From an optimization exercise on the open Yosys and OpenROAD flow, aimed at small area and a short achievable clock period; shortcuts taken in it are not production practice. Function was checked by simulation only, so behaviour that the tests miss may differ from the original. No activity file was given, so power comes from the tool's default toggle rates.

===== design/flow/run.sh =====
#!/bin/bash
# synth_recipe.tcl (not shown) runs the flow's synth.tcl, then flattens the netlist and writes it again
# the make line also repeats each setting of config.mk as NAME=value (left out here)
make -C /OpenROAD-flow-scripts/flow DESIGN_CONFIG=/design/flow/config.mk WORK_HOME=/design/flow/orfs CLKGATE_MAP_FILE= SYNTH_SCRIPT=/design/flow/synth_recipe.tcl finish

===== design/flow/config.mk =====
export PLATFORM = sky130hd
export DESIGN_NAME = data_memory_ctrl
export DESIGN_NICKNAME = data_memory_ctrl
export VERILOG_FILES = /design/flow/design.v
export SDC_FILE = /design/flow/constraint.sdc
export NUM_CORES = 4
export LEC_CHECK = 0
export CAP_MARGIN = 20
export CORE_MARGIN = 2
export CORE_UTILIZATION = 40
export CTS_BUF_LIST = sky130_fd_sc_hd__clkbuf_8 sky130_fd_sc_hd__clkbuf_16
export CTS_CLUSTER_DIAMETER = 70
export CTS_CLUSTER_SIZE = 24
export SETUP_SLACK_MARGIN = 4.0
export SLEW_MARGIN = 20
export SYNTH_HIERARCHICAL = 1
export TNS_END_PERCENT = 10

===== design/flow/constraint.sdc =====
create_clock -name core_clock -period 7.0 [get_ports {clk}]
set_input_delay 1.4000 -clock core_clock [delete_from_list [all_inputs] [get_ports {clk}]]
set_output_delay 1.4000 -clock core_clock [all_outputs]
set_load 0.01 [all_outputs]

===== design/flow/design.v =====
module data_memory_ctrl #(
  parameter  int DATA_W = 16,
  parameter  int ADDR_W = 8,
  localparam int BE_W   = DATA_W / 8
) (
  input  logic              clk,
  input  logic              rst,
  input  logic              req_valid,
  output logic              req_ready,
  input  logic              req_write,
  input  logic [ADDR_W-1:0] req_addr,
  input  logic [DATA_W-1:0] req_wdata,
  input  logic [BE_W-1:0]   req_be,
  output logic              rsp_valid,
  output logic [DATA_W-1:0] rsp_rdata,
  output logic              init_done
);
  localparam int DEPTH = 2 ** ADDR_W;
  localparam int LO_W  = ADDR_W / 2;
  localparam int HI_W  = ADDR_W - LO_W;
  localparam int NLO   = 2 ** LO_W;
  localparam int NHI   = 2 ** HI_W;
  logic              ready_q;
  logic              ready_o_q, init_o_q;  
  logic [ADDR_W-1:0] clr_cnt_q;
  logic              rsp_valid_q;
  logic [2*NHI*DATA_W-1:0] half_all;  
  logic [NHI*DATA_W-1:0]   grp_n;     
  logic [4*DATA_W-1:0]     quad;      
  logic [4*DATA_W-1:0]     quad_q;
  logic [2*DATA_W-1:0]     pair_nq;   
  logic clr_last;
  assign clr_last = (clr_cnt_q == ADDR_W'(DEPTH - 1));
  always_ff @(posedge clk) begin
    if (rst) begin
      ready_q   <= 1'b0;
      ready_o_q <= 1'b0;
      init_o_q  <= 1'b0;
      clr_cnt_q <= '0;
    end else begin
      if (clr_last) ready_q <= 1'b1;
      ready_o_q <= ready_q || clr_last;
      init_o_q  <= ready_o_q || clr_last;
      clr_cnt_q <= clr_cnt_q + ADDR_W'(1);
    end
  end
  assign req_ready = ready_o_q;
  assign init_done = init_o_q;
  logic [NLO-1:0]      rd_lo;    
  logic [NHI-1:0]      rd_hi;    
  logic [NLO-1:0]      clr_lo;   
  logic [NHI-1:0]      clr_hi;   
  logic [NHI*BE_W-1:0] wr_hi;    
  logic [BE_W-1:0]     wr_lane;
  logic [DATA_W-1:0]   wdata;
  logic [NLO-1:0]      rd_lo_n, clr_lo_n;      
  logic [NHI-1:0]      clr_hi_n;               
  logic [NHI*BE_W-1:0] wr_hi_n;
  assign rd_lo_n  = ~rd_lo;
  assign clr_lo_n = ~clr_lo;
  assign clr_hi_n = ~clr_hi;
  assign wr_hi_n  = ~wr_hi;
  assign wdata = ready_q ? req_wdata : '0;
  genvar h, l, i;
  generate
    for (i = 0; i < BE_W; i++) begin : g_lane
      assign wr_lane[i] = ready_q && req_valid && req_write && req_be[i];
    end
    for (l = 0; l < NLO; l++) begin : g_lo
      assign rd_lo[l]  = (req_addr[LO_W-1:0] == LO_W'(l));
      assign clr_lo[l] = (clr_cnt_q[LO_W-1:0] == LO_W'(l));
    end
    for (h = 0; h < NHI; h++) begin : g_hi
      assign rd_hi[h]  = (req_addr[ADDR_W-1:LO_W] == HI_W'(h));
      assign clr_hi[h] = !ready_q && (clr_cnt_q[ADDR_W-1:LO_W] == HI_W'(h));
      for (i = 0; i < BE_W; i++) begin : g_lane
        assign wr_hi[h*BE_W+i] = wr_lane[i] && rd_hi[h];
      end
    end
    for (h = 0; h < NHI; h++) begin : g_grp
      logic [NLO*DATA_W-1:0] mem_q;
      for (l = 0; l < NLO; l++) begin : g_word
        for (i = 0; i < BE_W; i++) begin : g_byte
          logic we;
          dmem_oai22 u_we (
            .a (wr_hi_n[h*BE_W+i]),
            .b (rd_lo_n[l]),
            .c (clr_hi_n[h]),
            .d (clr_lo_n[l]),
            .o (we)
          );
          always_ff @(posedge clk) begin
            if (we) mem_q[l*DATA_W + 8*i +: 8] <= wdata[8*i +: 8];
          end
        end
      end
      for (genvar b = 0; b < DATA_W; b++) begin : u_sel
        logic [5:0] t_n;
        for (genvar k = 0; k < 5; k++) begin : g_k
          dmem_aoi222 u_g (
            .s0 (rd_lo[3*k]),   .a (mem_q[(3*k)*DATA_W + b]),
            .s1 (rd_lo[3*k+1]), .b (mem_q[(3*k+1)*DATA_W + b]),
            .s2 (rd_lo[3*k+2]), .c (mem_q[(3*k+2)*DATA_W + b]),
            .o  (t_n[k])
          );
        end
        dmem_nand2 u_last (
          .a (rd_lo[15]),
          .b (mem_q[15*DATA_W + b]),
          .o (t_n[5])
        );
        dmem_nand3 u_h0 (
          .a (t_n[0]), .b (t_n[1]), .c (t_n[2]),
          .o (half_all[(2*h)*DATA_W + b])
        );
        dmem_nand3 u_h1 (
          .a (t_n[3]), .b (t_n[4]), .c (t_n[5]),
          .o (half_all[(2*h+1)*DATA_W + b])
        );
      end
      for (genvar b = 0; b < DATA_W; b++) begin : u_grp
        dmem_oai21 u_g (
          .a (half_all[(2*h)*DATA_W + b]),
          .b (half_all[(2*h+1)*DATA_W + b]),
          .s (rd_hi[h]),
          .o (grp_n[h*DATA_W + b])
        );
      end
    end
  endgenerate
  always_ff @(posedge clk) begin
    if (rst) rsp_valid_q <= 1'b0;
    else     rsp_valid_q <= req_valid && ready_q && !req_write;
  end
  generate
    for (h = 0; h < 4; h++) begin : g_quad
      for (genvar b = 0; b < DATA_W; b++) begin : u_nand
        dmem_nand4 u_g (
          .a (grp_n[(4*h+0)*DATA_W + b]),
          .b (grp_n[(4*h+1)*DATA_W + b]),
          .c (grp_n[(4*h+2)*DATA_W + b]),
          .d (grp_n[(4*h+3)*DATA_W + b]),
          .o (quad[h*DATA_W + b])
        );
      end
    end
  endgenerate
  always_ff @(posedge clk) quad_q <= quad;
  generate
    for (h = 0; h < 2; h++) begin : g_nor
      for (genvar b = 0; b < DATA_W; b++) begin : u_nor
        dmem_nor2 u_g (
          .a (quad_q[(2*h)*DATA_W + b]),
          .b (quad_q[(2*h+1)*DATA_W + b]),
          .o (pair_nq[h*DATA_W + b])
        );
      end
    end
  endgenerate
  for (genvar b = 0; b < DATA_W; b++) begin : u_rd_out
    dmem_nand2 u_g (
      .a (pair_nq[b]),
      .b (pair_nq[DATA_W + b]),
      .o (rsp_rdata[b])
    );
  end
  assign rsp_valid = rsp_valid_q;
endmodule
module dmem_aoi22 (
  input  logic s0, a, s1, b,
  output logic o
);
  assign o = ~((a & s0) | (b & s1));
endmodule
module dmem_aoi222 (
  input  logic s0, a, s1, b, s2, c,
  output logic o
);
  assign o = ~((a & s0) | (b & s1) | (c & s2));
endmodule
module dmem_nand3 (
  input  logic a, b, c,
  output logic o
);
  assign o = ~(a & b & c);
endmodule
module dmem_oai22 (
  input  logic a, b, c, d,
  output logic o
);
  assign o = ~((a | b) & (c | d));
endmodule
module dmem_oai21 (
  input  logic a, b, s,
  output logic o
);
  assign o = ~((a | b) & s);
endmodule
module dmem_nand4 (
  input  logic a, b, c, d,
  output logic o
);
  assign o = ~(a & b & c & d);
endmodule
module dmem_nor2 (
  input  logic a, b,
  output logic o
);
  assign o = ~(a | b);
endmodule
module dmem_nand2 (
  input  logic a, b,
  output logic o
);
  assign o = ~(a & b);
endmodule

==> summary.md, run 1 <==
| Metric | Value |
|---|---|
| First-pass GRT wire length | `roughly 630 mm` |
| Compound-Gate Fraction of Synth Area | `between 10% and 20%` |
| Cell family with most CP delay | `compound AO/OA/AOI/OAI gates` |
| # fillers | `between 20,000 and 30,000` |
| Die height | `slightly above 600 um` |
| Final setup viols | `0` |
| Leak pwr | `between 40 and 50 nW` |
| Root Buffer | `clkbuf_16` |
| Ys async rst share | `0%` |
| Register area | `about 0.12 sq mm` |
| Slowest CP cell | `a222oi_1` |
| Final hold viol count | `0` |
| Mean Syn Cell Area | `20.1 sq um` |
| # Max-Cap Violations | `0` |
| Nets | `approximately 7,900` |
| Cell taking the most area after synthesis | `edfxtp_1` |
| Number of detailed-route iterations in the first pass | `13` |
| Largest stage delay, worst path | `0.66 ns` |
| Final setup TNS | `0 ns` |
| P&R area growth vs syn | `15.9%` |
| Register clock-pin slew on the reported worst setup and hold paths | `around 0.1 ns` |
| Worst slack, placed | `1.26 ns` |
| Area of the multi-input gates | `a little under 0.03 sq mm` |
| Post-synth net total | `around 7,300` |
| DRT antenna net count | `0` |
| Worst-path maximum fanout | `148` |
| CP required | `a little under 8 ns` |
| GR Overflow Total | `0` |
| Rows | `about 220` |
| Post-layout min period | `roughly 3.4 ns` |
| Slew margin rel. | `under 10%` |
| Final RePlAce weighted congestion | `0.866` |
| Area contributors post-synth | `edfxtp_1, a222oi_1, o22ai_1, nand3_1, dfxtp_1` |
| Routed WL | `between 400 and 500 mm` |
| Wire per inst | `approximately 35 um` |
| Worst-skew pair later-pin latency | `slightly below 1 ns` |
| Max-slew violations | `0` |
| Proportion of synthesized area in mux cells | `0.00766%` |
| WS Path Type | `in2reg` |
| Die Footprint | `approximately 0.37 sq mm` |
| Initial DRC count | `17,000` |
| RSZ-0062 raised after global routing | `yes` |
| Worst slew pin tran | `1.43 ns` |
| Clock Sinks | `~4,200` |
| Status | `finished clean` |
| Number of synthesized flops with an enable pin | `around 4,100` |
| Vias in the first global route | `82,100` |
| Clock Path Buffers | `4` |
| Top FF cell, synth | `edfxtp_1` |
| WP data arrival | `approximately 4.2 ns` |
| Port buffer count | `48` |
| Warning count from the yosys run | `7` |
| Largest net degree at the start of global routing | `193` |
| Peak supply drop | `~0.18 mV` |
| Vias after detailed routing | `around 86,000` |
| Fmax | `about 0.29 GHz` |
| Type of origin of the critical path | `input pin` |
| Most common cell after layout, fill and taps aside | `edfxtp_1` |
| Final worst-path cycle share | `48.7%` |
| Chip Width | `a little over 600 um` |
| Buffers & Inverters on Critical Path | `3` |
| FF-to-FF setup slack | `around 3.7 ns` |
| Setup slack after layout | `~3.6 ns` |
| Seq cells post-synth | `between 4,000 and 5,000` |
| CTS tree | `yes` |
| Main combinational cell family by area after synthesis | `compound AO/OA/AOI/OAI gates` |
| Clock skew | `approximately 0.066 ns` |
| Initial antenna violation count | `17` |
| Design Power | `approximately 42 mW` |
| Hpwl dp | `~260 mm` |
| Cell Area, Synth | `between 0.1 and 0.15 sq mm` |
| Post-route DRC | `0` |
| H-tree depth | `4` |
| Commonest non-fill, non-tap cells in the layout | `edfxtp_1, a222oi_1, nand3_1` |
| Post-Synth Adder-Cell Area | `0.0426%` |
| Gr usage total | `23.7%` |
| CTS Hold Bufs | `0` |
| Hold Path Class | `reg2reg` |
| Synth top area share | `83.7%` |
| CP Cell Sequence | `buf_4 -> nor2b_4 -> nand2_8 -> clkinvlp_4 -> buf_12 -> a222oi_1 -> nand3_1 -> o21ai_1 -> nand4_1` |
| Num CTS Buffers | `approximately 200` |
| Setup crit end kind | `flip-flop` |
| Power per Cell Area | `~250 mW/mm^2` |
| Starting Density | `approximately 40%` |
| I/O pins | `49` |
| Share of layout cells above drive strength 1 | `between 10% and 20%` |
| Cells after Synth | `between 7,000 and 8,000` |
| Drt via density | `between 6 and 7` |
| Xor/xnor share of the synthesized area | `0.0179%` |
| Simple-Gate Fraction of Synth Area | `~3.3%` |
| Core ar. | `0.366 sq mm` |
| Seq/Total Area, Yosys | `between 80% and 90%` |
| Yosys cell types | `34` |
## synth_stat cells, drive strengths merged, types with 2 or more instances
master	number
o21ai	258
nand2b	4
nor3	8
xnor2	2
clkbuf	5
inv	21
or3	2
buf	8
dfxtp	76
nor2	53
nand2	341
and2	17
and3	2
ha	5
a222oi	1280
nand3	529
nor2b	8
o22ai	512
nand4	66
a21oi	5
edfxtp	4096
and4	3
## state kept, by name, summed over array words and instances (netlist names)
signal and flops:
init_o_q 1, ready_o_q 1, quad_q 64, ready_q 1
g_grp.mem_q 4096, rsp_valid_q 1, clr_cnt_q 8
## layer usage
layer | routed length [um] | vias up | track usage [%]
li1 | - | 34700 | -
met1 | 164000 | 44800 | 31.3
met2 | 218000 | 5772 | 37.9
met3 | 52500 | 856 | 4.60
met4 | 21800 | 2 | 11.1
met5 | 13 | - | 0
## Yosys stat by module (local to each module, per instance)
module / cells / flip-flops and latches / cell area (sq um) / times used
dmem_nand3: 1 / 0 / 5.00 / 512
dmem_nor2: 1 / 0 / 3.75 / 32
dmem_oai22: 1 / 0 / 6.26 / 512
dmem_nand4: 1 / 0 / 6.26 / 64
data_memory_ctrl: 4380 / 4172 / 126000 / 1
dmem_oai21: 1 / 0 / 5.00 / 256
dmem_nand2: 1 / 0 / 3.75 / 272
dmem_aoi222: 1 / 0 / 10.0 / 1280
## worst min-delay path, cell delays in order, from the launching register on
cell,delay [ns]
dfxtp_4,0.38
inv_1,0.05
a21oi_1,0.05
## where the power goes
| group | internal [mW] | switching, mW | total [mW] |
|---|---|---|---|
| clock network | 5.58 | 7.53 | 13.1 |
| registers | 27.0 | 0.0511 | 27.1 |
| logic | 0.468 | 1.11 | 1.58 |
## kinds of logic (layout without fill, tap and decap cells)
| kind of cell | after synthesis | after routing |
|---|---|---|
| flip-flops | 4172 | 4172 |
| AO/OA/AOI/OAI | 2055 | 2055 |
| AND/OR/NAND/NOR | 1038 | 1039 |
| buffers and inverters | 34 | 738 |
| adder cells (fa/ha/maj) | 5 | 5 |
| XOR/XNOR | 3 | 3 |
| multiplexers | 1 | 1 |
| other | 0 | 23 |
## path summary, 6_finish.rpt
| path | startpoint | endpoint | cells past startpoint |
|---|---|---|---|
| setup / recovery | req_addr[2] | quad_q[45] | 9 |
| setup reg to reg | clr_cnt_q[1] | g_grp[14].mem_q[39] | 4 |
| hold / removal | ready_o_q | init_o_q | 2 |
| hold reg to reg | ready_o_q | init_o_q | 2 |
## per-stage QoR
step	hold slack, ns	utilization, %	area (sq um)	std cells
4_1_cts	0.524	46.4	170000	12800
3_3_place_gp	0.536	42.6	156000	12400
6_report	0.521	46.6	170000	12900
3_5_place_dp	0.557	42.7	156000	12400
2_1_floorplan	0.470	-	147000	7308
5_1_grt	0.562	46.6	170000	12800
## area by class of cell
| cell class | count | area share (%) |
|---|---|---|
| clock inverters | 116 | 0.332 |
| multi-input cells | 3103 | 17.0 |
| repair inverters | 2 | 0.00735 |
| repair buffers | 384 | 2.75 |
| flip-flops and latches | 4172 | 73.2 |
| diodes | 23 | 0.0338 |
| inverters | 21 | 0.0815 |
| clock buffers | 215 | 3.12 |
| well taps | 4816 | 3.54 |
## what timing repair did
item                                    CTS  global route
cloned                                    9             1
endpoints found under the hold margin     0             0
pin swaps                               114            14
setup buffers                           115            10
gates resized for setup                1128            58
setup endpoints to repair              4179          4022
==> run 2, diff against run 1 <==
--- a/design/flow/design.v
+++ b/design/flow/design.v
@@ -25,2 +25,3 @@
   logic [ADDR_W-1:0] clr_cnt_q;
+  logic              clr_all_q;   
   logic              rsp_valid_q;
@@ -29,4 +30,4 @@
   logic [4*DATA_W-1:0]     quad;      
-  logic [4*DATA_W-1:0]     quad_q;
-  logic [2*DATA_W-1:0]     pair_nq;   
+  logic [2*DATA_W-1:0]     pair_n;    
+  logic [2*DATA_W-1:0]     pair_nq;
   logic clr_last;
@@ -36,2 +37,3 @@
       ready_q   <= 1'b0;
+      clr_all_q <= 1'b1;
       ready_o_q <= 1'b0;
@@ -41,2 +43,3 @@
       if (clr_last) ready_q <= 1'b1;
+      clr_all_q <= 1'b0;
       ready_o_q <= ready_q || clr_last;
@@ -50,4 +53,2 @@
   logic [NHI-1:0]      rd_hi;    
-  logic [NLO-1:0]      clr_lo;   
-  logic [NHI-1:0]      clr_hi;   
   logic [NHI*BE_W-1:0] wr_hi;    
@@ -55,10 +56,9 @@
   logic [DATA_W-1:0]   wdata;
-  logic [NLO-1:0]      rd_lo_n, clr_lo_n;      
-  logic [NHI-1:0]      clr_hi_n;               
+  logic [NLO-1:0]      rd_lo_n;      
+  logic                clr_all_n;    
   logic [NHI*BE_W-1:0] wr_hi_n;
   assign rd_lo_n  = ~rd_lo;
-  assign clr_lo_n = ~clr_lo;
-  assign clr_hi_n = ~clr_hi;
+  assign clr_all_n = ~clr_all_q;
   assign wr_hi_n  = ~wr_hi;
-  assign wdata = ready_q ? req_wdata : '0;
+  assign wdata = clr_all_q ? '0 : req_wdata;
   genvar h, l, i;
@@ -70,3 +70,2 @@
       assign rd_lo[l]  = (req_addr[LO_W-1:0] == LO_W'(l));
-      assign clr_lo[l] = (clr_cnt_q[LO_W-1:0] == LO_W'(l));
     end
@@ -74,3 +73,2 @@
       assign rd_hi[h]  = (req_addr[ADDR_W-1:LO_W] == HI_W'(h));
-      assign clr_hi[h] = !ready_q && (clr_cnt_q[ADDR_W-1:LO_W] == HI_W'(h));
       for (i = 0; i < BE_W; i++) begin : g_lane
@@ -84,7 +82,6 @@
           logic we;
-          dmem_oai22 u_we (
+          dmem_oai21 u_we (
             .a (wr_hi_n[h*BE_W+i]),
             .b (rd_lo_n[l]),
-            .c (clr_hi_n[h]),
-            .d (clr_lo_n[l]),
+            .s (clr_all_n),
             .o (we)
@@ -147,3 +144,2 @@
   endgenerate
-  always_ff @(posedge clk) quad_q <= quad;
   generate
@@ -152,5 +148,5 @@
         dmem_nor2 u_g (
-          .a (quad_q[(2*h)*DATA_W + b]),
-          .b (quad_q[(2*h+1)*DATA_W + b]),
-          .o (pair_nq[h*DATA_W + b])
+          .a (quad[(2*h)*DATA_W + b]),
+          .b (quad[(2*h+1)*DATA_W + b]),
+          .o (pair_n[h*DATA_W + b])
         );
@@ -159,2 +155,3 @@
   endgenerate
+  always_ff @(posedge clk) pair_nq <= pair_n;
   for (genvar b = 0; b < DATA_W; b++) begin : u_rd_out
@@ -186,8 +183,2 @@
 endmodule
-module dmem_oai22 (
-  input  logic a, b, c, d,
-  output logic o
-);
-  assign o = ~((a | b) & (c | d));
-endmodule
 module dmem_oai21 (
--- a/design/flow/config.mk
+++ b/design/flow/config.mk
@@ -13,5 +13,4 @@
 export CTS_CLUSTER_SIZE = 24
-export SETUP_SLACK_MARGIN = 4.0
+export SETUP_SLACK_MARGIN = 3.9
 export SLEW_MARGIN = 20
 export SYNTH_HIERARCHICAL = 1
-export TNS_END_PERCENT = 10
==> run 2 against run 1 <==
Critical path type unchanged. Clock skew is 0.0087 ns higher. Total power is 8.0% higher. Sequential share of layout area is 0.24 points higher. First-iteration DRC count increased by 7.1%. Clock power is essentially flat. Highest routed layer unchanged. Register-to-register slack better by 0.30 ns.
==> summary.md, run 2 <==
| Metric | Value |
|---|---|
| Wire per inst | `35.1 um (-1.1%)` |
| Gr usage total | `22.2% (-1.5 points)` |
| CTS tree | `yes` |
| Most flops, register | `g_grp.mem_q` |
| DRT antenna net count | `0 (unchanged)` |
| I/O pins | `49 (unchanged)` |
| GR Overflow Total | `0 (unchanged)` |
| CTS Hold Bufs | `0 (unchanged)` |
| Post-Layout Inst Area | `0.169 sq mm (-0.83%)` |
| Post-route DRC | `0 (unchanged)` |
| Nets | `7,981 (+0.73%)` |
| Hpwl dp | `236 mm (-7.6%)` |
| Placed cell count | `12,300 (-0.74%)` |
| Seq cells post-synth | `4,141 (-0.74%)` |
| Most common cell after layout, fill and taps aside | `edfxtp_1` |
| Synth top area share | `84.6% (+0.92 points)` |
| Port buffer count | `48 (unchanged)` |
| P&R area growth vs syn | `16.2%` |
| Routed WL | `451 mm (-1.1%)` |
| Final worst-path cycle share | `47.9% (-0.74 points)` |
| Initial antenna violation count | `13 (-4)` |
| Type of origin of the critical path | `input pin` |
| H-tree depth | `4 (unchanged)` |
| Share of layout cells above drive strength 1 | `17.8% (+1.5 points)` |
| Slowest CP cell | `a222oi_1` |
| Final setup viols | `0 (unchanged)` |
| Cells after Synth | `7,219 (-1.2%)` |
| Die height | `607 um (-0.54%)` |
| WHS Endpoint | `clr_cnt_q[0]` |
| Fmax | `0.298 GHz (+1.6%)` |
| Worst-skew pair later-pin latency | `0.97 ns (about the same)` |
| Final hold viol count | `0 (unchanged)` |
| Number of synthesized flops with an enable pin | `4,096 (unchanged)` |
| CP Cell Sequence | `buf_16 -> nor2b_4 -> nand3_4 -> clkinvlp_4 -> buf_16 -> buf_16 -> a222oi_1 -> nand3_1 -> o21ai_2 -> nand4_1 -> nor2_1` |
| Worst reg-to-reg path cell count | `6 (+2)` |
| Finished Layout Cells | `12,900 (+0.0078%)` |
| Commonest non-fill, non-tap cells in the layout | `edfxtp_1, a222oi_1, nand3_1` |
| Mean Syn Cell Area | `20.1 sq um (+0.13%)` |
| R2r endpoint | `g_grp[5].mem_q[47]` |
| Hold path startpoint | `clr_cnt_q[0]` |
| Number of detailed-route iterations in the first pass | `15 (+2)` |
| Clock Path Buffers | `4 (unchanged)` |
| Worst reg2reg startpoint | `clr_all_q` |
| Leak pwr | `56.7 nW (+17%)` |
| Vias after detailed routing | `84,700 (-1.7%)` |
| WP data arrival | `4.20 ns (+0.02 ns)` |
| Area after DPL | `0.155 sq mm (-0.88%)` |
| Hold Path Class | `reg2reg` |
| Post-synth top cells | `edfxtp_1, a222oi_1, o21ai_1, nand3_1, nand2_1` |
| Die Footprint | `0.368 sq mm (-1.1%)` |
| Top flop regs | `g_grp.mem_q: 4096 flops, pair_nq: 32 flops, clr_cnt_q: 8 flops` |
| Initial DRC count | `18,200 (+7.1%)` |
| Top cell by count, worst path | `buf_16` |
| Post-layout min period | `3.36 ns (-0.0521 ns)` |
| Setup crit end kind | `flip-flop` |
| Root Buffer | `clkbuf_16` |
| Worst slew pin tran | `1.19 ns (-0.243 ns)` |
| Final setup TNS | `0 ns (unchanged)` |
| Core ar. | `0.362 sq mm (-1.1%)` |
| Most common cell in the netlist | `edfxtp_1` |
| Ys async rst share | `0% (unchanged)` |
| Final RePlAce weighted congestion | `0.854 (-1.4%)` |
| WHS Path Cells | `1 (-1)` |
| WHS | `0.451 ns (-0.0700 ns)` |
| Rows | `221 (-0.45%)` |
| Critical Path Source | `req_addr[3]` |
| Post-synth net total | `7,250 (-1.3%)` |
| Vias in the first global route | `79,100 (-3.6%)` |
| Seq/Total Area, Yosys | `85.2% (+0.50 points)` |
| Setup slack after layout | `3.64 ns (+0.0521 ns)` |
| Largest net degree at the start of global routing | `211 (+9.3%)` |
| Largest register FFs | `4,096 (unchanged)` |
| Final core utilization | `46.7% (+0.11 points)` |
| Cell Area, Synth | `0.145 sq mm (-1.1%)` |
| RSZ-0062 raised after global routing | `yes` |
| Area contributors post-synth | `edfxtp_1, a222oi_1, o21ai_1, nand3_1, nand2_1` |
| Warning count from the yosys run | `7 (unchanged)` |
| Clock skew | `0.0747 ns (+0.00872 ns)` |
| Yosys cell types | `23 (-32%)` |
| WS Path Type | `in2reg` |
| FF-to-FF setup slack | `3.96 ns (+0.30 ns)` |
| Peak supply drop | `0.210 mV (+16%)` |
| Power per Cell Area | `267 mW/mm^2 (+8.9%)` |
| First-pass GRT wire length | `592 mm (-6.3%)` |
| CP required | `7.85 ns (+0.08 ns)` |
| Slew margin rel. | `21.0% (+16 points)` |
| Worst slack, placed | `0.814 ns (-0.444 ns)` |
| Register clock-pin slew on the reported worst setup and hold paths | `0.10 ns (about the same)` |
| Top FF cell, synth | `edfxtp_1` |
| Clock Sinks | `4,141 (-0.74%)` |
| Starting Density | `40.2% (about the same)` |
| Max-slew violations | `0 (unchanged)` |
| Num CTS Buffers | `202 (-0.98%)` |
| Chip Width | `607 um (-0.54%)` |
| # Max-Cap Violations | `0 (unchanged)` |
| Status | `finished clean` |
| Worst-path maximum fanout | `8 (-95%)` |
| Cell taking the most area after synthesis | `edfxtp_1` |
| Drt via density | `6.59 (-1.7%)` |
| Largest stage delay, worst path | `0.56 ns (-0.10 ns)` |
| Design Power | `45.1 mW (+8.0%)` |
run 2: changes by cell type after synthesis, sizes merged, moves of 2 or more:
cell	previous run	this run
o21ai	258	771
and3	2	0
buf	8	2
or3	2	4
dfxtp	76	45
nor2b	8	21
nand3	529	521
ha	5	1
nor2	53	47
and2	17	0
o22ai	512	0
nand2	341	318
run 2: cell families (layout without fill, tap and decap cells):
group	count (synthesis)	in the layout	share of synthesized area (%)
AO/OA/AOI/OAI	2057	2057	11.5
AND/OR/NAND/NOR	991	991	3.19
adder cells (fa/ha/maj)	1	1	0.00861
XOR/XNOR	3	3	0.0181
other	0	3	0
flip-flops	4141	4141	85.2
buffers and inverters	26	863	0.0688
run 2: Yosys stat by module, one instance, submodules excluded:
module	area, sq um	flops+latches	cells
data_memory_ctrl	125000	4141	4291
dmem_aoi222	10.0	0	1
dmem_nand2	3.75	0	1
dmem_nand3	5.00	0	1
dmem_nand4	6.26	0	1
dmem_nor2	3.75	0	1
dmem_oai21	5.00	0	1
run 2: power breakdown:
part,internal (mW),switching [mW],total (mW)
Clock,5.62,7.55,13.2
Sequential,28.8,0.405,29.2
Combinational,0.632,2.07,2.71
Total,35.0,10.0,45.1
run 2: worst max-delay path: cells and delay by family:
| kind | cells | cell delay, ns |
|---|---|---|
| simple gates | 5 | 1.27 |
| compound gates | 2 | 0.80 |
| buf+inv | 4 | 0.66 |
run 2: layout make-up:
type	instances	area (sq um)
Fill cell	29400	193000
Sequential cell	4141	124000
Multi-Input combinational cell	3052	25400
Timing Repair Buffer	527	7440
Tap cell	4794	6000
Clock buffer	208	5190
Clock inverter	102	709
Inverter	20	139
Timing Repair inverter	6	45.0
Antenna cell	3	7.51
run 2: how the worst max path moves through the flow:
stage                                     end  slack, ns
after detailed placement          pair_nq[12]       0.81
after CTS                 g_grp[6].mem_q[165]       3.70
after global routing      g_grp[2].mem_q[102]       3.74
after global placement            pair_nq[12]       0.87
after floorplan             g_grp[0].mem_q[0]       0.45
final                             pair_nq[12]       3.64
run 2: layer usage:
metal | vias to the layer above | wire length [um] | share of wire (%) | global-route usage (%)
li1 | 34200 | - | - | -
met2 | 5727 | 213000 | 47 | 35.1
met1 | 44100 | 166000 | 37 | 31.2
met3 | 609 | 56700 | 13 | 4.24
met4 | 2 | 14700 | 3.3 | 6.25
met5 | - | 13 | 0.0029 | 0
run 2: repair_timing:
item,CTS,global route
pin swaps,51,248
endpoints found under the hold margin,0,0
setup endpoints to repair,4147,1180
buffers inserted,95,95
gates cloned,18,58
resized for setup,835,288
==> run 3, diff against run 2 <==
--- a/design/flow/design.v
+++ b/design/flow/design.v
@@ -51,3 +51,2 @@
   assign init_done = init_o_q;
-  logic [NLO-1:0]      rd_lo;    
   logic [NHI-1:0]      rd_hi;    
@@ -55,10 +54,4 @@
   logic [BE_W-1:0]     wr_lane;
-  logic [DATA_W-1:0]   wdata;
-  logic [NLO-1:0]      rd_lo_n;      
-  logic                clr_all_n;    
   logic [NHI*BE_W-1:0] wr_hi_n;
-  assign rd_lo_n  = ~rd_lo;
-  assign clr_all_n = ~clr_all_q;
   assign wr_hi_n  = ~wr_hi;
-  assign wdata = clr_all_q ? '0 : req_wdata;
   genvar h, l, i;
@@ -68,5 +61,2 @@
     end
-    for (l = 0; l < NLO; l++) begin : g_lo
-      assign rd_lo[l]  = (req_addr[LO_W-1:0] == LO_W'(l));
-    end
     for (h = 0; h < NHI; h++) begin : g_hi
@@ -77,4 +67,33 @@
     end
+    for (h = 0; h < 4; h++) begin : g_qtr
+      logic [NLO-1:0]    rd_lo;     
+      logic [NLO-1:0]    rd_lo_n;   
+      logic [DATA_W-1:0] wdata;     
+      logic [1:0]        clr_n;     
+      dmem_dec4 u_dec (
+        .a   (req_addr[LO_W-1:0]),
+        .y   (rd_lo),
+        .y_n (rd_lo_n)
+      );
+      dmem_wgate #(.W(DATA_W)) u_wgate (
+        .d   (req_wdata),
+        .clr (clr_all_q),
+        .y   (wdata)
+      );
+      for (genvar k = 0; k < 2; k++) begin : g_clr
+        dmem_inv u_inv (
+          .a (clr_all_q),
+          .y (clr_n[k])
+        );
+      end
+    end
     for (h = 0; h < NHI; h++) begin : g_grp
       logic [NLO*DATA_W-1:0] mem_q;
+      logic [NLO-1:0]        rd_lo, rd_lo_n;
+      logic [DATA_W-1:0]     wdata;
+      logic                  clr_all_n;
+      assign rd_lo     = g_qtr[h/4].rd_lo;
+      assign rd_lo_n   = g_qtr[h/4].rd_lo_n;
+      assign wdata     = g_qtr[h/4].wdata;
+      assign clr_all_n = g_qtr[h/4].clr_n[(h/2)%2];
       for (l = 0; l < NLO; l++) begin : g_word
@@ -171,2 +190,25 @@
 endmodule
+module dmem_dec4 (
+  input  logic [3:0]  a,
+  output logic [15:0] y,
+  output logic [15:0] y_n
+);
+  for (genvar k = 0; k < 16; k++) begin : g_k
+    assign y[k]   = (a == 4'(k));
+    assign y_n[k] = (a != 4'(k));
+  end
+endmodule
+module dmem_wgate #(parameter int W = 16) (
+  input  logic [W-1:0] d,
+  input  logic         clr,
+  output logic [W-1:0] y
+);
+  assign y = clr ? '0 : d;
+endmodule
+module dmem_inv (
+  input  logic a,
+  output logic y
+);
+  assign y = ~a;
+endmodule
 module dmem_aoi222 (
==> run 3 against run 2 <==
Still clean on timing, DRC and antenna. Critical path depth decreased by 2. Worst hold slack better by 0.0078 ns. Synthesized cell count increased by 2.7%. Clock skew shrank 0.019 ns. Global-route usage down 0.59 points. Worst setup slack gained 0.066 ns. Clock power is essentially flat. Sequential share of layout area decreased by 0.28 points. Critical endpoint is now pair_nq[11]. Largest cell class unchanged. Highest routed layer is now met4.
==> summary.md, run 3 <==
| Metric | Value |
|---|---|
| Num CTS Buffers | `206 (+2.0%)` |
| Vias in the first global route | `81,100 (+2.5%)` |
| # Max-Cap Violations | `0 (unchanged)` |
| GR Overflow Total | `0 (unchanged)` |
| Most flops, register | `g_grp.mem_q` |
| Core ar. | `0.366 sq mm (+1.1%)` |
| Mean Syn Cell Area | `19.9 sq um (-1.3%)` |
| RSZ-0062 raised after global routing | `yes` |
| Final hold viol count | `0 (unchanged)` |
| Initial antenna violation count | `14 (+1)` |
| Share of layout cells above drive strength 1 | `18.6% (+0.83 points)` |
| Buffers & Inverters on Critical Path | `3 (-1)` |
| First-pass GRT wire length | `588 mm (-0.62%)` |
| Slowest CP cell | `nand4_1` |
| Top flop regs | `g_grp.mem_q: 4096 flops, pair_nq: 32 flops, clr_cnt_q: 8 flops` |
| DRT antenna net count | `0 (unchanged)` |
| Slew margin rel. | `19.8% (-1.2 points)` |
| Final setup viols | `0 (unchanged)` |
| Clock skew | `0.0556 ns (-0.0191 ns)` |
| Max-slew violations | `0 (unchanged)` |
| Warning count from the yosys run | `7 (unchanged)` |
| CP Cell Sequence | `buf_16 -> buf_4 -> and4bb_4 -> buf_12 -> a222oi_1 -> nand3_1 -> o21ai_2 -> nand4_1 -> nor2_1` |
| Cell Area, Synth | `0.147 sq mm (+1.4%)` |
| Wire per inst | `32.7 um (-6.8%)` |
| Ys async rst share | `0% (unchanged)` |
| Rows | `222 (+0.45%)` |
| Largest stage delay, worst path | `0.60 ns (+0.04 ns)` |
| Post-layout min period | `3.29 ns (-0.0661 ns)` |
| Port buffer count | `48 (unchanged)` |
| H-tree depth | `4 (unchanged)` |
| Nets | `8,208 (+2.8%)` |
| Hpwl dp | `235 mm (-0.40%)` |
| WP data arrival | `4.14 ns (-0.06 ns)` |
| WHS | `0.459 ns (+0.00783 ns)` |
| Worst-path maximum fanout | `32 (+24)` |
| Final worst-path cycle share | `47.0% (-0.95 points)` |
| Chip Width | `611 um (+0.68%)` |
| Register clock-pin slew on the reported worst setup and hold paths | `0.09 ns (about the same)` |
| Clock Path Buffers | `4 (unchanged)` |
| CTS Hold Bufs | `0 (unchanged)` |
| Root Buffer | `clkbuf_16` |
| Final RePlAce weighted congestion | `0.903 (+5.7%)` |
| Type of origin of the critical path | `input pin` |
| Power per Cell Area | `266 mW/mm^2 (-0.33%)` |
| Register area | `0.124 sq mm (about the same)` |
| Seq/Total Area, Yosys | `84.1% (-1.2 points)` |
| # fillers | `30,200 (+2.6%)` |
| WS Path Type | `in2reg` |
| Most common cell in the netlist | `edfxtp_1` |
| Peak supply drop | `0.236 mV (+13%)` |
| Hold Path Class | `reg2reg` |
| Yosys cell types | `37 (+61%)` |
| Commonest non-fill, non-tap cells in the layout | `edfxtp_1, a222oi_1, nand3_1` |
| Synth top area share | `83.5% (-1.2 points)` |
| Post-synth top cells | `edfxtp_1, a222oi_1, o21ai_1, nand3_1, nand2_1` |
| Worst-skew pair later-pin latency | `0.95 ns (-0.02 ns)` |
| Cell family with most CP delay | `simple AND/OR/NAND/NOR gates` |
| Initial DRC count | `17,700 (-3.1%)` |
| Clock Sinks | `4,141 (unchanged)` |
| Worst slew pin tran | `1.20 ns (+0.0175 ns)` |
| Drt via density | `6.51 (-1.2%)` |
| Leak pwr | `57.2 nW (+1.0%)` |
| I/O pins | `49 (unchanged)` |
| Seq cells post-synth | `4,141 (unchanged)` |
| Die height | `611 um (+0.68%)` |
| Top FF cell, synth | `edfxtp_1` |
| Routed WL | `428 mm (-5.0%)` |
| Post-synth net total | `7,447 (+2.7%)` |
| CTS tree | `yes` |
| Area contributors post-synth | `edfxtp_1, a222oi_1, o21ai_1, nand3_1, nand2_1` |
| Final setup TNS | `0 ns (unchanged)` |
| Gr usage total | `21.6% (-0.59 points)` |
| Largest net degree at the start of global routing | `65 (-69%)` |
| Post-route DRC | `0 (unchanged)` |
| Setup crit end kind | `flip-flop` |
| Status | `finished clean` |
| Vias after detailed routing | `85,300 (+0.71%)` |
| Largest register FFs | `4,096 (unchanged)` |
| Fmax | `0.304 GHz (+2.0%)` |
| Most common cell after layout, fill and taps aside | `edfxtp_1` |
| Die Footprint | `0.373 sq mm (+1.4%)` |
| Area of the multi-input gates | `0.0275 sq mm (+8.1%)` |
| Number of detailed-route iterations in the first pass | `15 (unchanged)` |
| CP required | `7.85 ns (about the same)` |
| P&R area growth vs syn | `15.0%` |
| Number of synthesized flops with an enable pin | `4,096 (unchanged)` |
| Starting Density | `40.3% (+0.095 points)` |
| Cell taking the most area after synthesis | `edfxtp_1` |
| Cells after Synth | `7,416 (+2.7%)` |
-- run 3: path summary, 6_finish.rpt --
kind	cells past startpoint	startpoint	slack, ns	to
max reg2reg	4	clr_all_q	4.08	g_grp[4].mem_q[163]
min reg2reg	2	ready_o_q	0.46	init_o_q
min	2	ready_o_q	0.46	init_o_q
max	9	req_addr[1]	3.71	pair_nq[11]
-- run 3: repair_timing --
| action | in CTS | in global routing |
|---|---|---|
| buffers inserted | 230 | 60 |
| resized for setup | 792 | 160 |
| setup endpoints to repair | 4147 | 1929 |
| gates cloned | 38 | 30 |
| endpoints found under the hold margin | 0 | 0 |
| pin swaps | 193 | 153 |
-- run 3: per-layer routing --
metal | share of wire (%) | routed length, um | track usage, %
met1 | 37 | 160000 | 29.6
met2 | 47 | 200000 | 34.0
met3 | 12 | 50100 | 4.20
met4 | 4.1 | 17700 | 8.30
met5 | 0 | 0 | 0
-- run 3: cells by family after synthesis --
group           Yosys count  synth area share (%)
fa+ha+maj                 1               0.00849
compound gates         2053                  11.3
xor+xnor                  3                0.0178
mux                       2                0.0153
buf+inv                  67                 0.276
simple gates           1149                  4.30
flops                  4141                  84.1
-- run 3: worst min-delay path: stages, from the launching register on --
cell	delay, ns
dfxtp_1	0.32
inv_1	0.05
a21oi_1	0.05
-- run 3: per-stage QoR --
step	setup WS (ns)	power [mW]	std cells	instance area, sq um	util (%)
after CTS	3.84	45.1	13000	168000	45.8
after global routing	3.77	46.3	13100	170000	46.3
after floorplan	3.00	30.8	7416	148000	-
after global placement	1.73	32.0	12400	156000	42.6
after detailed placement	1.63	32.1	12400	156000	42.6
final	3.71	45.1	13100	170000	46.3
-- run 3: final cells by class --
class / count / share of cell area [%]
sequential: 4141 / 73.1
multi-input combinational: 3236 / 16.2
timing repair buffer: 582 / 3.62
tap: 4816 / 3.55
clock buffer: 213 / 3.13
clock inverter: 99 / 0.339
inverter: 10 / 0.0332
antenna: 7 / 0.0103
-- run 3: modules after synthesis, one instance, submodules excluded, excerpt --
module | flops+latches | cell area, sq um
dmem_oai21 | 0 | 5.00
dmem_nor2 | 0 | 3.75
dmem_nand3 | 0 | 5.00
dmem_nand4 | 0 | 6.26
dmem_inv | 0 | 3.75
dmem_nand2 | 0 | 3.75
data_memory_ctrl | 4141 | 124000
dmem_aoi222 | 0 | 10.0
dmem_dec4 | 0 | 414
-- run 3: power by group --
group / internal [mW] / switching [mW] / total (mW)
Clock: 5.62 / 7.44 / 13.1
Combinational: 0.698 / 2.11 / 2.81
Sequential: 28.8 / 0.424 / 29.2
Total: 35.1 / 9.98 / 45.1
==> run 4, diff against run 3 <==
--- a/design/flow/config.mk
+++ b/design/flow/config.mk
@@ -13,3 +13,3 @@
 export CTS_CLUSTER_SIZE = 24
-export SETUP_SLACK_MARGIN = 3.9
+export SETUP_SLACK_MARGIN = 4.1
 export SLEW_MARGIN = 20
==> run 4 against run 3 <==
Critical path type unchanged. Still clean. Combinational power rose by 5%. Non-clock buffer count rose by 172. Fmax rose by 5.5%. Largest power group unchanged.
==> summary.md, run 4 <==
| Metric | Value |
|---|---|
| Status | `finished clean` |
| Post-Synth Adder-Cell Area | `0.00849% (unchanged)` |
| Rows | `222 (unchanged)` |
| Initial DRC count | `18,300 (+3.3%)` |
| Largest stage delay, worst path | `0.69 ns (+0.09 ns)` |
| DRT antenna net count | `0 (unchanged)` |
| Seq/Total Area, Yosys | `84.1% (unchanged)` |
| Chip Width | `611 um (unchanged)` |
| Wire per inst | `32.5 um (-0.51%)` |
| Final setup viols | `0 (unchanged)` |
| Initial antenna violation count | `25 (+11)` |
| P&R area growth vs syn | `16.5%` |
| Proportion of synthesized area in mux cells | `0.0153% (unchanged)` |
| Psw | `10.0 mW (+0.49%)` |
| Ys async rst share | `0% (unchanged)` |
| Gr usage total | `21.7% (+0.11 points)` |
| Switching Fraction | `22.2% (+0.11 points)` |
| WS Path Type | `in2reg` |
| Leak pwr | `58.3 nW (+1.9%)` |
| Synth top area share | `83.5% (unchanged)` |
| Peak supply drop | `0.204 mV (-14%)` |
| Flop pwr share | `64.9% (about the same)` |
| WHS | `0.477 ns (+0.0179 ns)` |
| Cell Area, Synth | `0.147 sq mm (unchanged)` |
| Area contributors post-synth | `edfxtp_1, a222oi_1, o21ai_1, nand3_1, nand2_1` |
| Nets | `8,372 (+2.0%)` |
| Core ar. | `0.366 sq mm (unchanged)` |
| Final hold viol count | `0 (unchanged)` |
| Worst-path maximum fanout | `64 (+100%)` |
| Post-synth top cells | `edfxtp_1, a222oi_1, o21ai_1, nand3_1, nand2_1` |
| Port buffer count | `48 (unchanged)` |
| Slew margin rel. | `15.4% (-4.4 points)` |
| Clock skew | `0.0516 ns (-0.00407 ns)` |
| Int Pwr | `35.0 mW (-0.17%)` |
| Power per Cell Area | `263 mW/mm^2 (-1.3%)` |
| First-pass GRT wire length | `593 mm (+0.90%)` |
| CTS Hold Bufs | `0 (unchanged)` |
| Share of layout cells above drive strength 1 | `20.8% (+2.2 points)` |
| Root Buffer | `clkbuf_16` |
| Clock Sinks | `4,141 (unchanged)` |
| Seq cells post-synth | `4,141 (unchanged)` |
| Most common cell in the netlist | `edfxtp_1` |
| WP data arrival | `3.92 ns (-0.22 ns)` |
| Final RePlAce weighted congestion | `0.903 (about the same)` |
| Most flops, register | `g_grp.mem_q` |
| CP required | `7.80 ns (-0.05 ns)` |
| Cell taking the most area after synthesis | `edfxtp_1` |
| Number of synthesized flops with an enable pin | `4,096 (unchanged)` |
| Largest register FFs | `4,096 (unchanged)` |
| Main combinational cell family by area after synthesis | `compound AO/OA/AOI/OAI gates` |
| Die height | `611 um (unchanged)` |
| # Max-Cap Violations | `0 (unchanged)` |
| Final setup TNS | `0 ns (unchanged)` |
| H-tree depth | `4 (unchanged)` |
| Clock Path Buffers | `4 (unchanged)` |
| GR Overflow Total | `0 (unchanged)` |
| Setup crit end kind | `flip-flop` |
| Logic pwr share | `6.6% (+0.4 points)` |
| Yosys cell types | `37 (unchanged)` |
| Hpwl dp | `235 mm (about the same)` |
| Drt via density | `6.53 (+0.37%)` |
| I/O pins | `49 (unchanged)` |
| Largest net degree at the start of global routing | `65 (unchanged)` |
| Starting Density | `40.3% (unchanged)` |
| Number of detailed-route iterations in the first pass | `15 (unchanged)` |
| Final worst-path cycle share | `44.5% (-2.5 points)` |
| Routed WL | `431 mm (+0.56%)` |
| CTS tree | `yes` |
| Slowest CP cell | `a222oi_1` |
| Setup slack after layout | `3.88 ns (+0.173 ns)` |
| Most common cell after layout, fill and taps aside | `edfxtp_1` |
| Worst-skew pair later-pin latency | `0.93 ns (-0.02 ns)` |
| Worst slew pin tran | `1.27 ns (+0.0662 ns)` |
| Post-synth net total | `7,447 (unchanged)` |
| Register clock-pin slew on the reported worst setup and hold paths | `0.09 ns (about the same)` |
| CP Cell Sequence | `bufbuf_16 -> and4bb_2 -> buf_6 -> a222oi_1 -> nand3_1 -> o21ai_1 -> nand4_1 -> nor2_1` |
| Top flop regs | `g_grp.mem_q: 4096 flops, pair_nq: 32 flops, clr_cnt_q: 8 flops` |
| Commonest non-fill, non-tap cells in the layout | `edfxtp_1, a222oi_1, buf_4` |
| Die Footprint | `0.373 sq mm (unchanged)` |
| Warning count from the yosys run | `7 (unchanged)` |
| Fmax | `0.321 GHz (+5.5%)` |
| Cells after Synth | `7,416 (unchanged)` |
| Worst slack, placed | `1.36 ns (-0.271 ns)` |
| Hold Path Class | `reg2reg` |
| Simple-Gate Fraction of Synth Area | `4.30% (unchanged)` |
| Part of the power in the clock network | `28.6% (-0.4 points)` |
| Vias in the first global route | `81,800 (+0.91%)` |
| Max-slew violations | `0 (unchanged)` |
| Top FF cell, synth | `edfxtp_1` |
| Compound-Gate Fraction of Synth Area | `11.3% (unchanged)` |
| Mean Syn Cell Area | `19.9 sq um (unchanged)` |
| Post-route DRC | `0 (unchanged)` |
| Final core utilization | `46.9% (+0.59 points)` |
| Num CTS Buffers | `205 (-0.49%)` |
| Post-layout min period | `3.12 ns (-0.173 ns)` |
| Type of origin of the critical path | `input pin` |
| Vias after detailed routing | `86,500 (+1.5%)` |
| Xor/xnor share of the synthesized area | `0.0178% (unchanged)` |
| RSZ-0062 raised after global routing | `yes` |
==> run 4: cell counts after synthesis <==
No cell type changed its count.
==> run 4: path summary, 6_finish.rpt <==
check / slack, ns / start / endpoint / cells after the start
worst min-delay path: 0.48 / ready_q / rsp_valid_q / 2
worst min register to register: 0.48 / ready_q / rsp_valid_q / 2
worst max-delay path: 3.88 / req_addr[1] / pair_nq[20] / 8
worst max register to register: 4.21 / clr_all_q / g_grp[7].mem_q[191] / 3
==> run 4: layout make-up <==
class	instances	area, sq um
antenna	11	27.5
clock buffer	209	5210
clock inverter	75	462
fill	29800	194000
inverter	10	50.0
multi-input combinational	3229	28000
sequential	4141	124000
tap	4816	6030
timing repair buffer	754	7990
==> run 4: cells by family after synthesis <==
| family | after synthesis |
|---|---|
| and+or+nand+nor | 1149 |
| adders and majority gates | 1 |
| AOI/OAI and AO/OA | 2053 |
| buffers and inverters | 67 |
| DFF | 4141 |
| xor gates and xnor gates | 3 |
| muxes | 2 |
==> run 4: modules after synthesis, one instance, submodules excluded, excerpt <==
| module | cells inside | flops+latches | times used | area, sq um |
|---|---|---|---|---|
| data_memory_ctrl | 4236 | 4141 | 1 | 124000 |
| dmem_dec4 | 44 | 0 | 4 | 414 |
| dmem_aoi222 | 1 | 0 | 1280 | 10.0 |
| dmem_nand3 | 1 | 0 | 512 | 5.00 |
| dmem_oai21 | 1 | 0 | 768 | 5.00 |
| dmem_nor2 | 1 | 0 | 32 | 3.75 |
| dmem_nand2 | 1 | 0 | 272 | 3.75 |
==> run 4: stage by stage <==
step	cells	instance area (sq um)	total power, mW
CTS	13100	169000	45.1
finish	13200	172000	45.1
global placement	12400	156000	32.0
floorplan	7416	148000	30.8
global route	13200	172000	46.3
detailed placement	12400	156000	32.1
==> run 4: critical path: cells and delay by family <==
kind	cells	cell delay [ns]
compound gates	2	0.85
simple gates	4	1.03
buf+inv	2	0.59
==> run 4: power by group through the flow <==
stage	clock, mW	combinational (mW)	sequential, mW
final	12.9	2.96	29.2
after global routing	13.9	3.09	29.3
after CTS	13.1	2.76	29.2
after global placement	0	2.26	29.8
after floorplan	0	1.23	29.6
after detailed placement	0	2.33	29.8
==> run 4: repair_timing <==
| action | in CTS | in global routing |
|---|---|---|
| setup endpoints to repair | 4240 | 1128 |
| cloned | 37 | 37 |
| setup buffers | 410 | 72 |
| resized for setup | 929 | 201 |
| pin swaps | 331 | 140 |
==> run 4: layer usage <==
metal | share of wire (%) | track usage (%) | wire length [um] | vias up
met2 | 47 | 34.2 | 201000 | 6064
met1 | 37 | 29.9 | 160000 | 44300
li1 | - | - | - | 35400
met4 | 4.3 | 8.51 | 18700 | 6
met5 | 0.0079 | 0 | 34 | -
met3 | 12 | 3.94 | 51300 | 736
==> run 5, diff against run 4 <==
--- a/design/flow/config.mk
+++ b/design/flow/config.mk
@@ -9,3 +9,3 @@
 export CORE_MARGIN = 2
-export CORE_UTILIZATION = 40
+export CORE_UTILIZATION = 50
 export CTS_BUF_LIST = sky130_fd_sc_hd__clkbuf_8 sky130_fd_sc_hd__clkbuf_16
@@ -13,3 +13,4 @@
 export CTS_CLUSTER_SIZE = 24
-export SETUP_SLACK_MARGIN = 4.1
+export PLACE_DENSITY = 0.65
+export SETUP_SLACK_MARGIN = 3.9
 export SLEW_MARGIN = 20
==> run 5 against run 4 <==
Largest cell class unchanged. Fmax down 5.5%. Routed wire length down 5.5%. Die area down 20%. Total power down 0.68%. Still clean on timing, DRC and antenna. Largest power group unchanged. Cell count down 9.2%.
==> summary.md, run 5 <==
| Metric | Value |
|---|---|
| Nets | `8,019 (-4.2%)` |
| Die height | `547 um (-10%)` |
| H-tree depth | `4 (unchanged)` |
| Gr usage total | `25.9% (+4.2 points)` |
| WS Path Type | `in2reg` |
| Post-synth net total | `7,447 (unchanged)` |
| Vias in the first global route | `79,200 (-3.3%)` |
| Routed WL | `407 mm (-5.5%)` |
| WP data arrival | `4.15 ns (+0.23 ns)` |
| Hpwl dp | `229 mm (-2.5%)` |
| Fmax | `0.303 GHz (-5.5%)` |
| Mean Syn Cell Area | `19.9 sq um (unchanged)` |
| Warning count from the yosys run | `7 (unchanged)` |
| GR Overflow Total | `0 (unchanged)` |
| Hold Path Class | `reg2reg` |
| WHS | `0.464 ns (-0.0127 ns)` |
| Setup crit end kind | `flip-flop` |
| Wire per inst | `33.8 um (+4.0%)` |
| Xor/xnor share of the synthesized area | `0.0178% (unchanged)` |
| Status | `finished clean` |
| Seq cells post-synth | `4,141 (unchanged)` |
| RSZ-0062 raised after global routing | `yes` |
| CP required | `7.85 ns (+0.05 ns)` |
| Final worst-path cycle share | `47.1% (+2.6 points)` |
| Cells after Synth | `7,416 (unchanged)` |
| Port buffer count | `48 (unchanged)` |
| Post-route DRC | `0 (unchanged)` |
| Compound-Gate Fraction of Synth Area | `11.3% (unchanged)` |
| CTS tree | `yes` |
| Max-slew violations | `0 (unchanged)` |
| Proportion of synthesized area in mux cells | `0.0153% (unchanged)` |
| Worst-path maximum fanout | `13 (-80%)` |
| Initial antenna violation count | `13 (-48%)` |
| Post-layout min period | `3.30 ns (+0.180 ns)` |
| Most common cell after layout, fill and taps aside | `edfxtp_1` |
| Logic pwr share | `6.0% (-0.6 points)` |
| Clock Path Buffers | `4 (unchanged)` |
| Psw | `9.80 mW (-2.3%)` |
| Rows | `199 (-10%)` |
| Part of the power in the clock network | `28.7% (about the same)` |
| Commonest non-fill, non-tap cells in the layout | `edfxtp_1, a222oi_1, nand3_1` |
| Clock Sinks | `4,141 (unchanged)` |
| Final setup TNS | `0 ns (unchanged)` |
| Post-synth top cells | `edfxtp_1, a222oi_1, o21ai_1, nand3_1, nand2_1` |
| Cell taking the most area after synthesis | `edfxtp_1` |
| Drt via density | `7.01 (+7.3%)` |
| Register clock-pin slew on the reported worst setup and hold paths | `0.09 ns (about the same)` |
| Number of synthesized flops with an enable pin | `4,096 (unchanged)` |
| Type of origin of the critical path | `input pin` |
| Int Pwr | `35.0 mW (-0.21%)` |
| Main combinational cell family by area after synthesis | `compound AO/OA/AOI/OAI gates` |
| Core ar. | `0.294 sq mm (-20%)` |
| Synth top area share | `83.5% (unchanged)` |
| Final RePlAce weighted congestion | `0.891 (-1.3%)` |
| Leak pwr | `56.3 nW (-3.5%)` |
| Yosys cell types | `37 (unchanged)` |
| Ys async rst share | `0% (unchanged)` |
| Die Footprint | `0.299 sq mm (-20%)` |
| Initial DRC count | `17,900 (-1.7%)` |
| DRT antenna net count | `0 (unchanged)` |
| Slew margin rel. | `19.8% (+4.5 points)` |
| Peak supply drop | `0.202 mV (-0.76%)` |
| Switching Fraction | `21.9% (-0.37 points)` |
| FF-to-FF setup slack | `4.06 ns (-0.15 ns)` |
| Vias after detailed routing | `84,400 (-2.5%)` |
| Most flops, register | `g_grp.mem_q` |
| Worst slew pin tran | `1.20 ns (-0.0739 ns)` |
| Clock skew | `0.0536 ns (+0.00200 ns)` |
| Final hold viol count | `0 (unchanged)` |
| Flop pwr share | `65.3% (+0.4 points)` |
| Cell Area, Synth | `0.147 sq mm (unchanged)` |
| Top flop regs | `g_grp.mem_q: 4096 flops, pair_nq: 32 flops, clr_cnt_q: 8 flops` |
| Simple-Gate Fraction of Synth Area | `4.30% (unchanged)` |
| Share of layout cells above drive strength 1 | `17.2% (-3.6 points)` |
| Power per Cell Area | `269 mW/mm^2 (+2.3%)` |
| Final setup viols | `0 (unchanged)` |
| Chip Width | `547 um (-10%)` |
| I/O pins | `49 (unchanged)` |
| Root Buffer | `clkbuf_16` |
| Post-Synth Adder-Cell Area | `0.00849% (unchanged)` |
| Num CTS Buffers | `203 (-0.98%)` |
| Most common cell in the netlist | `edfxtp_1` |
| Top FF cell, synth | `edfxtp_1` |
| Seq/Total Area, Yosys | `84.1% (unchanged)` |
| Number of detailed-route iterations in the first pass | `15 (unchanged)` |
| Area contributors post-synth | `edfxtp_1, a222oi_1, o21ai_1, nand3_1, nand2_1` |
| P&R area growth vs syn | `13.1%` |
| Starting Density | `50.2% (+9.9 points)` |
| First-pass GRT wire length | `569 mm (-4.1%)` |
| # Max-Cap Violations | `0 (unchanged)` |
| Worst-skew pair later-pin latency | `0.95 ns (+0.02 ns)` |
| Largest net degree at the start of global routing | `65 (unchanged)` |
| Largest register FFs | `4,096 (unchanged)` |
| CTS Hold Bufs | `0 (unchanged)` |
==> run 5: changes by cell type in the layout (fill, tap and decap cells not counted), sizes merged, moves of 4 or more <==
cell | before | now
nor2b | 47 | 43
and4b | 28 | 23
clkbuf | 233 | 224
bufbuf | 14 | 9
clkinv | 16 | 22
inv | 64 | 89
buf | 688 | 364
==> run 5: logic make-up after synthesis <==
family	count (synthesis)
XOR/XNOR	3
buffers and inverters	67
flip-flops	4141
AND/OR/NAND/NOR	1149
multiplexers	2
adder cells (fa/ha/maj)	1
AO/OA/AOI/OAI	2053
==> run 5: power groups by stage <==
stage | logic, mW | clock network [mW] | registers (mW)
floorplan | 1.23 | 0 | 29.6
global placement | 2.25 | 0 | 29.7
detailed placement | 2.32 | 0 | 29.8
CTS | 2.56 | 13.0 | 29.2
global route | 2.81 | 13.8 | 29.3
finish | 2.69 | 12.9 | 29.2
==> run 5: Yosys stat by module (local to each module, per instance), a selection <==
module | flip-flops and latches | cell area (sq um)
dmem_dec4 | 0 | 414
dmem_aoi222 | 0 | 10.0
dmem_nand4 | 0 | 6.26
dmem_oai21 | 0 | 5.00
dmem_nand3 | 0 | 5.00
dmem_nand2 | 0 | 3.75
dmem_inv | 0 | 3.75
==> run 5: critical path, cell delays in order <==
cell and delay, ns:
buf_16 0.16, clkbuf_16 0.20, nor4b_4 0.18, clkbuf_16 0.18, buf_12 0.15, a222oi_1 0.48
nand3_1 0.35, o21ai_2 0.26, nand4_1 0.42, nor2_1 0.29
==> run 5: metal layers <==
layer,global-route usage (%),share of wire [%],wire (um),vias up
li1,-,-,-,34700
met4,8.25,3.6,14500,4
met1,37.8,37,152000,43000
met3,4.81,13,52100,628
met5,0,0.0081,33,-
met2,39.7,46,189000,6072
==> run 5: cell type report <==
type | instances | area (sq um)
Sequential cell | 4141 | 124000
Timing Repair Buffer | 412 | 4450
Multi-Input combinational cell | 3220 | 27500
Antenna cell | 9 | 22.5
Clock buffer | 213 | 5260
Clock inverter | 108 | 551
Inverter | 10 | 37.5
Fill cell | 21400 | 127000
Tap cell | 3919 | 4900
==> run 5: worst paths after layout <==
check,startpoint,end,cells past startpoint
setup / recovery,req_addr[1],pair_nq[8],10
hold / removal,ready_o_q,init_o_q,2
setup reg to reg,clr_all_q,g_grp[9].mem_q[114],4
hold reg to reg,ready_o_q,init_o_q,2
==> run 5: repair_timing <==
action / in CTS / in global routing
resized for setup: 859 / 117
gates cloned: 17 / 19
buffers inserted: 122 / 39
endpoints found under the setup margin: 4115 / 1049
pin swaps: 93 / 91
==> run 5: stage by stage <==
| stage | power [mW] | utilization, % | std cells | instance area [sq um] | setup WS [ns] |
|---|---|---|---|---|---|
| after floorplan | 30.8 | - | 7416 | 148000 | 3.00 |
| after global placement | 32.0 | 52.7 | 11500 | 155000 | 1.20 |
| after detailed placement | 32.1 | 52.7 | 11500 | 155000 | 1.43 |
| after CTS | 44.8 | 56.3 | 12000 | 165000 | 3.82 |
| after global routing | 46.0 | 56.8 | 12000 | 167000 | 3.80 |
| final | 44.8 | 56.8 | 12000 | 167000 | 3.70 |

## re-timing with driven ports
No port has a modelled driver above. Below, the same layouts with a new extraction and two added sets of constraints.
Step 1 assumes that a clkbuf_16 drives the clock port and a buf_2 every other input.
Step 2 moves the port delays by t, midway between the first and last clock arrival at a register: inputs arrive t later, outputs are due t later. That takes back most of the time a late clock gives input paths.
a / b / c = no drivers / after step 1 / after step 2; a / b = the first two.
run | t, ns | slack for setup (ns) | worst hold slack (ns)
run 1 | 1.022 | 3.592 / 3.576 / 2.591 | 0.521 / 0.521 / 0.521
run 2 | 1.030 | 3.644 / 3.638 / 2.608 | 0.451 / 0.451 / 0.451
run 3 | 1.026 | 3.710 / 3.334 / 2.308 | 0.459 / 0.459 / 0.459
run 4 | 1.004 | 3.882 / 3.517 / 2.513 | 0.477 / 0.477 / 0.477
run 5 | 1.005 | 3.702 / 3.367 / 2.362 | 0.464 / 0.464 / 0.464
After both steps every run listed still meets setup and hold. The setup slack of run 3, which loses most, moves by -0.376 ns with the drivers and by -1.402 ns with both steps.
